From an optimization exercise on the open Yosys and OpenROAD flow, aimed at small area and a short achievable clock period; shortcuts taken in it are not production practice.
Only simulation tests tie the RTL to the original design; equivalence was not proved.
Power is estimated from default activity; no workload was simulated.

## the baseline
Design erx_dispatch, start of the top module:
module erx_dispatch
#(
    parameter int          PW     = 104,
    parameter int          NCH    = 3,
    parameter int          DEPTH  = 8,
    parameter int          MODE   = 0,
    parameter int          ASHIFT = 20,
    parameter logic [11:0] ID     = 12'h800,
    parameter int          AFULL  = 2,
    parameter int          TOW    = 12
) (
    input  logic                clk,
    input  logic                nreset,
    input  logic                rx_access,
    input  logic [PW-1:0]       rx_packet,
    output logic                rx_wait,
    output logic [NCH-1:0]      ch_access,
    output logic [NCH*PW-1:0]   ch_packet,
    input  logic [NCH-1:0]      ch_wait,
    output logic [NCH-1:0]      overflow,
    output logic [15:0]         drop_count,
    output logic [NCH-1:0]      timeout,
    input  logic                clear
);
Settings: LEC_CHECK=0, CAP_MARGIN=20, CORE_MARGIN=2, CORE_UTILIZATION=60, CTS_CLUSTER_DIAMETER=100, CTS_CLUSTER_SIZE=30, SETUP_SLACK_MARGIN=3.0, SLEW_MARGIN=20; clock period 5.5 ns.
standard.sh (not shown) runs the stock make flow with config.mk's settings and CLKGATE_MAP_FILE= SYNTH_SCRIPT=/design/flow/synth_recipe.tcl, a recipe that flattens the netlist after the stock synthesis.
==> flow/flow/run.sh <==
#!/bin/bash
# Standard layout, except that the port buffers are plain sky130 buffers
# (buf_2) rather than the delay-cell buffers buffer_ports picks by default.
set -euo pipefail
export BUFFER_PORTS_ARGS="-buffer_cell sky130_fd_sc_hd__buf_2"
bash standard.sh finish > standard.log 2>&1
diff inputs: the baseline => the candidate
-- flow/design.v --
<<< the baseline, line 34
    output logic                           valid,
    output logic                           full,
    output logic                           blocked,
    output logic                           accept,
    output logic                           near
>>> the candidate, line 34
    output logic                           valid,
    output logic                           full,
    output logic                           ovf,
    output logic                           accept,
    output logic                           near
<<< the baseline, line 57
    assign pop      = hv && !wait_i;
    assign accept   = push && acc1;
    assign blocked  = !acc1;
    assign from_mem = pop && cmt[0];
    assign acc1     = !full || pop;
>>> the candidate, line 57
    assign pop      = hv && !wait_i;
    assign accept   = push && acc1;
    assign ovf      = push && !acc1;
    assign from_mem = pop && cmt[0];
    assign acc1     = !full || pop;
<<< the baseline, line 78
            wr_oh   <= MD'(1);
            rd_oh   <= MD'(1);
        end else begin
            hv      <= push ? hv_n1 : hv_n0;
>>> the candidate, line 78
            wr_oh   <= MD'(1);
            rd_oh   <= MD'(1);
            hsel    <= {1'b1, {MD{1'b0}}};
        end else begin
            hv      <= push ? hv_n1 : hv_n0;
<<< the baseline, line 83
            rd_oh   <= rd_oh_n;
            if (push && to_mem1) wr_oh <= {wr_oh[MD-2:0], wr_oh[MD-1]};
        end
    end
    logic load;
    assign load = !hv || !wait_i;
    assign hsel = {!cmt[0], rd_oh & {MD{cmt[0]}}};
    for (genvar b = 0; b < PW; b++) begin : g_bit
        if (CMASK[b]) begin : g_const
>>> the candidate, line 84
            rd_oh   <= rd_oh_n;
            if (push && to_mem1) wr_oh <= {wr_oh[MD-2:0], wr_oh[MD-1]};
            hsel    <= (push ? cmt_n1[0] : cmt_n0[0]) ? {1'b0, rd_oh_n} : {1'b1, {MD{1'b0}}};
        end
    end
    logic load;
    assign load = !hv || !wait_i;
    for (genvar b = 0; b < PW; b++) begin : g_bit
        if (CMASK[b]) begin : g_const
<<< the baseline, line 144
    logic [NCH-1:0] near_full;
    logic [NCH-1:0] ovf_set;
    logic [NCH-1:0] ch_blocked;
    logic [NCH-1:0] to_set;
    logic           drop;
>>> the candidate, line 145
    logic [NCH-1:0] near_full;
    logic [NCH-1:0] ovf_set;
    logic [NCH-1:0] to_set;
    logic           drop;
<<< the baseline, line 199
            .valid      (ch_access[k]),
            .full       (ch_full[k]),
            .blocked    (ch_blocked[k]),
            .accept     (),
            .near       (near_full[k])
        );
        assign ovf_set[k] = ch_push[k] && ch_blocked[k];
        assign stall     = ch_access[k] && ch_wait[k];
        assign to_set[k] = stall && (stall_cnt == TO_ARM);
>>> the candidate, line 199
            .valid      (ch_access[k]),
            .full       (ch_full[k]),
            .ovf        (ovf_set[k]),
            .accept     (),
            .near       (near_full[k])
        );
        assign stall     = ch_access[k] && ch_wait[k];
        assign to_set[k] = stall && (stall_cnt == TO_ARM);
<<< the baseline, line 215
        end
    end
    assign drop = rx_access && (!sel_ok || ch_blocked[sel]);
    logic [15:0] dc_inc;
    assign dc_inc = (drop_count == 16'hFFFF) ? drop_count : drop_count + 16'd1;
>>> the candidate, line 214
        end
    end
    assign drop = (rx_access && !sel_ok) || (|ovf_set);
    logic [15:0] dc_inc;
    assign dc_inc = (drop_count == 16'hFFFF) ? drop_count : drop_count + 16'd1;
Results
Cmp the baseline and the candidate / share of power burned in the clock network / lower: the candidate
The baseline → the candidate: leakage power saw a decrease, number of fill cells flat.
On clock power, the baseline and the candidate are neck and neck.
Depth of the worst hold-timing path, the baseline and the candidate: higher on the baseline
Sequential power essentially unchanged between the baseline and the candidate.
Non-clock inverter count in the final layout | the candidate below the baseline
The post-CTS setup repair buffer count number comes out lower for the candidate vs the baseline.
When the final numbers for the baseline and the candidate were put side by side, the arrival time at the worst endpoint turned out to be smaller in the candidate.
Comparing detail-routed net length per standard cell for the baseline and the candidate, the bigger number came from the baseline.
The fraction of area in clock buffers and inverters on the baseline is in line with that on the candidate.
Delta (the candidate minus the baseline): number of violations reported at the end of detailed-routing iteration 0 now sits lower; total power now sits higher; total routed wirelength now sits lower.


Another version of the RTL of erx_dispatch (not shown whole).
Size in the first run: ~5600 cells after synthesis, roughly 450 I/O pins.
==> module erx_chfifo, before the edit <==
module erx_chfifo
#(
    parameter int          PW    = 104,
    parameter int          DEPTH = 8,
    parameter int          WAIT_LEVEL = 6,
    parameter logic [PW-1:0] CMASK = '0,
    parameter logic [PW-1:0] CVAL  = '0
) (
    input  logic                           clk,
    input  logic                           nreset,
    input  logic                           push,
    input  logic [PW-1:0]                  din,
    input  logic                           wait_i,
    output logic [PW-1:0]                  dout,
    output logic                           valid,
    output logic                           full,
    output logic                           ovf,
    output logic                           accept,
    output logic                           near
);
    localparam int MD = DEPTH - 1;         
    logic          hv;                     
    logic [MD-1:0] cmt;                    
    logic [MD-1:0] wr_oh;                  
    logic [MD-1:0] rd_oh;                  
    logic [MD:0]   hsel;                   
    logic [DEPTH:0] tn;                    
    logic          pop;
    logic          from_mem;
    logic          acc1;                   
    logic          to_mem1;                
    logic          hv_n0, hv_n1;
    logic [MD-1:0] cmt_n0, cmt_n1, cmt_up, cmt_dn;
    logic          near0, near1;
    logic [MD-1:0] rd_oh_n;
    assign valid    = hv;
    assign full     = cmt[MD-1];
    assign pop      = hv && !wait_i;
    assign accept   = push && acc1;
    assign ovf      = push && !acc1;
    assign from_mem = pop && cmt[0];
    assign acc1     = !full || pop;
    assign to_mem1  = acc1 && hv && !(pop && !cmt[0]);
    assign cmt_up   = {cmt[MD-2:0], 1'b1};
    assign cmt_dn   = {1'b0, cmt[MD-1:1]};
    assign rd_oh_n  = from_mem ? {rd_oh[MD-2:0], rd_oh[MD-1]} : rd_oh;
    assign hv_n0  = (hv && !pop) || from_mem;
    assign hv_n1  = hv_n0 || acc1;
    assign cmt_n0 = from_mem ? cmt_dn : cmt;
    assign cmt_n1 = (to_mem1 == from_mem) ? cmt : to_mem1 ? cmt_up : cmt_dn;
    assign tn    = {1'b0, cmt, hv};
    assign near0 = pop ? tn[WAIT_LEVEL] : tn[WAIT_LEVEL-1];
    assign near1 = (acc1 == pop) ? tn[WAIT_LEVEL-1] : acc1 ? tn[WAIT_LEVEL-2] : tn[WAIT_LEVEL];
    assign near  = push ? near1 : near0;
    always_ff @(posedge clk) begin
        if (!nreset) begin
            hv      <= 1'b0;
            cmt     <= '0;
            wr_oh   <= MD'(1);
            rd_oh   <= MD'(1);
            hsel    <= {1'b1, {MD{1'b0}}};
        end else begin
            hv      <= push ? hv_n1 : hv_n0;
            cmt     <= push ? cmt_n1 : cmt_n0;
            rd_oh   <= rd_oh_n;
            if (push && to_mem1) wr_oh <= {wr_oh[MD-2:0], wr_oh[MD-1]};
            hsel    <= (push ? cmt_n1[0] : cmt_n0[0]) ? {1'b0, rd_oh_n} : {1'b1, {MD{1'b0}}};
        end
    end
    logic          load;
    logic          hold;
    logic [MD:0]   hs;
    assign load = !hv || !wait_i;
    assign hold = !load;
    assign hs   = hsel & {(MD+1){load}};
    for (genvar b = 0; b < PW; b++) begin : g_bit
        if (CMASK[b]) begin : g_const
            assign dout[b] = CVAL[b];
        end else begin : g_store
            logic          h;
            logic [MD-1:0] m;
            logic          d;
            assign d = (din[b] & hs[MD]) | (|(m & hs[MD-1:0])) | (h & hold);
            always_ff @(posedge clk) h <= d;
            for (genvar j = 0; j < MD; j++) begin : g_slot
                always_ff @(posedge clk) begin
                    if (wr_oh[j] && (!full || !wait_i)) m[j] <= din[b];
                end
            end
            assign dout[b] = h;
        end
    end
endmodule
export LEC_CHECK = 0
export CAP_MARGIN = 20
export CORE_MARGIN = 2
export CORE_UTILIZATION = 60
export CTS_CLUSTER_DIAMETER = 100
export CTS_CLUSTER_SIZE = 30
export SETUP_SLACK_MARGIN = 3.0
export SLEW_MARGIN = 20
create_clock -name core_clock -period 5.5 [get_ports {clk}]
==> flow/flow/run.sh <==
#!/bin/bash
# Standard layout with two changes: the port buffers are plain sky130
# buffers (buf_2) rather than the delay-cell buffers buffer_ports picks by
# default, and the resizer may swap a cell for one of another footprint
# (MATCH_CELL_FOOTPRINT=0), so it can really upsize cells on slow paths.
set -euo pipefail
export BUFFER_PORTS_ARGS="-buffer_cell sky130_fd_sc_hd__buf_2"
bash standard.sh MATCH_CELL_FOOTPRINT=0 finish > standard.log 2>&1
The baseline passed the timing, DRC and antenna checks.
Rerun with:
--- a/flow/design.v
+++ b/flow/design.v
@@ -84,25 +84,23 @@
             rd_oh   <= rd_oh_n;
             if (push && to_mem1) wr_oh <= {wr_oh[MD-2:0], wr_oh[MD-1]};
             hsel    <= (push ? cmt_n1[0] : cmt_n0[0]) ? {1'b0, rd_oh_n} : {1'b1, {MD{1'b0}}};
         end
     end
-    logic          load;
-    logic          hold;
-    logic [MD:0]   hs;
+    logic load;
     assign load = !hv || !wait_i;
-    assign hold = !load;
-    assign hs   = hsel & {(MD+1){load}};
     for (genvar b = 0; b < PW; b++) begin : g_bit
         if (CMASK[b]) begin : g_const
             assign dout[b] = CVAL[b];
         end else begin : g_store
             logic          h;
             logic [MD-1:0] m;
             logic          d;
-            assign d = (din[b] & hs[MD]) | (|(m & hs[MD-1:0])) | (h & hold);
-            always_ff @(posedge clk) h <= d;
+            assign d = (din[b] & hsel[MD]) | (|(m & hsel[MD-1:0]));
+            always_ff @(posedge clk) begin
+                if (load) h <= d;
+            end
             for (genvar j = 0; j < MD; j++) begin : g_slot
                 always_ff @(posedge clk) begin
                     if (wr_oh[j] && (!full || !wait_i)) m[j] <= din[b];
                 end
             end
=> The new run finished with timing, DRC and antenna clean; clock-buffer cell count came out lower by 43; via count decreases by 5.5%; routed wire length falls by 1.6%; sequential cell count is unchanged; cell area increases by 0.49%; core utilization falls by 0.44 points; register-to-register slack gets worse by 0.09 ns; total power hardly moves; clock skew is higher by 0.0098 ns.

## afterwards: timing with drivers on the ports
The flow's constraints put no driver on any port. The routed layouts listed below were extracted and timed again, unchanged, in two steps. Step 1: set_driving_cell puts a clkbuf_16 on clk and a buf_2 on each other input, an assumption about the parent block. Step 2 adds t to the input delays and takes it off the output delays; t is the mean of the earliest and latest rising clock arrival at the registers after step 1. Input paths then give back, and output paths get back, about the clock's delay inside the block. Three values: ideal, step 1, step 2; two values: the first two.
| run | t, ns | setup WS [ns] | slew at the worst register clock pin (ns) | worst slew at a driven data input, ns | cell pins on the clock port's net |
|---|---|---|---|---|---|
| the baseline | 0.847 | 2.786 / 2.762 / 2.013 | 0.12 / 0.12 | 0.17 | 1 |
| the candidate | 0.821 | 2.851 / 2.759 / 2.139 | 0.12 / 0.12 | 0.12 | 1 |
| the first run of note 2 | 0.835 | 2.958 / 2.942 / 2.196 | 0.12 / 0.12 | 0.14 | 1 |
| the second run of note 2 | 0.821 | 2.851 / 2.759 / 2.139 | 0.12 / 0.12 | 0.12 | 1 |
After both steps every run listed still meets setup and hold. For the baseline, which loses most, drivers alone change the setup slack by -0.024 ns; drivers and shift together by -0.773 ns.
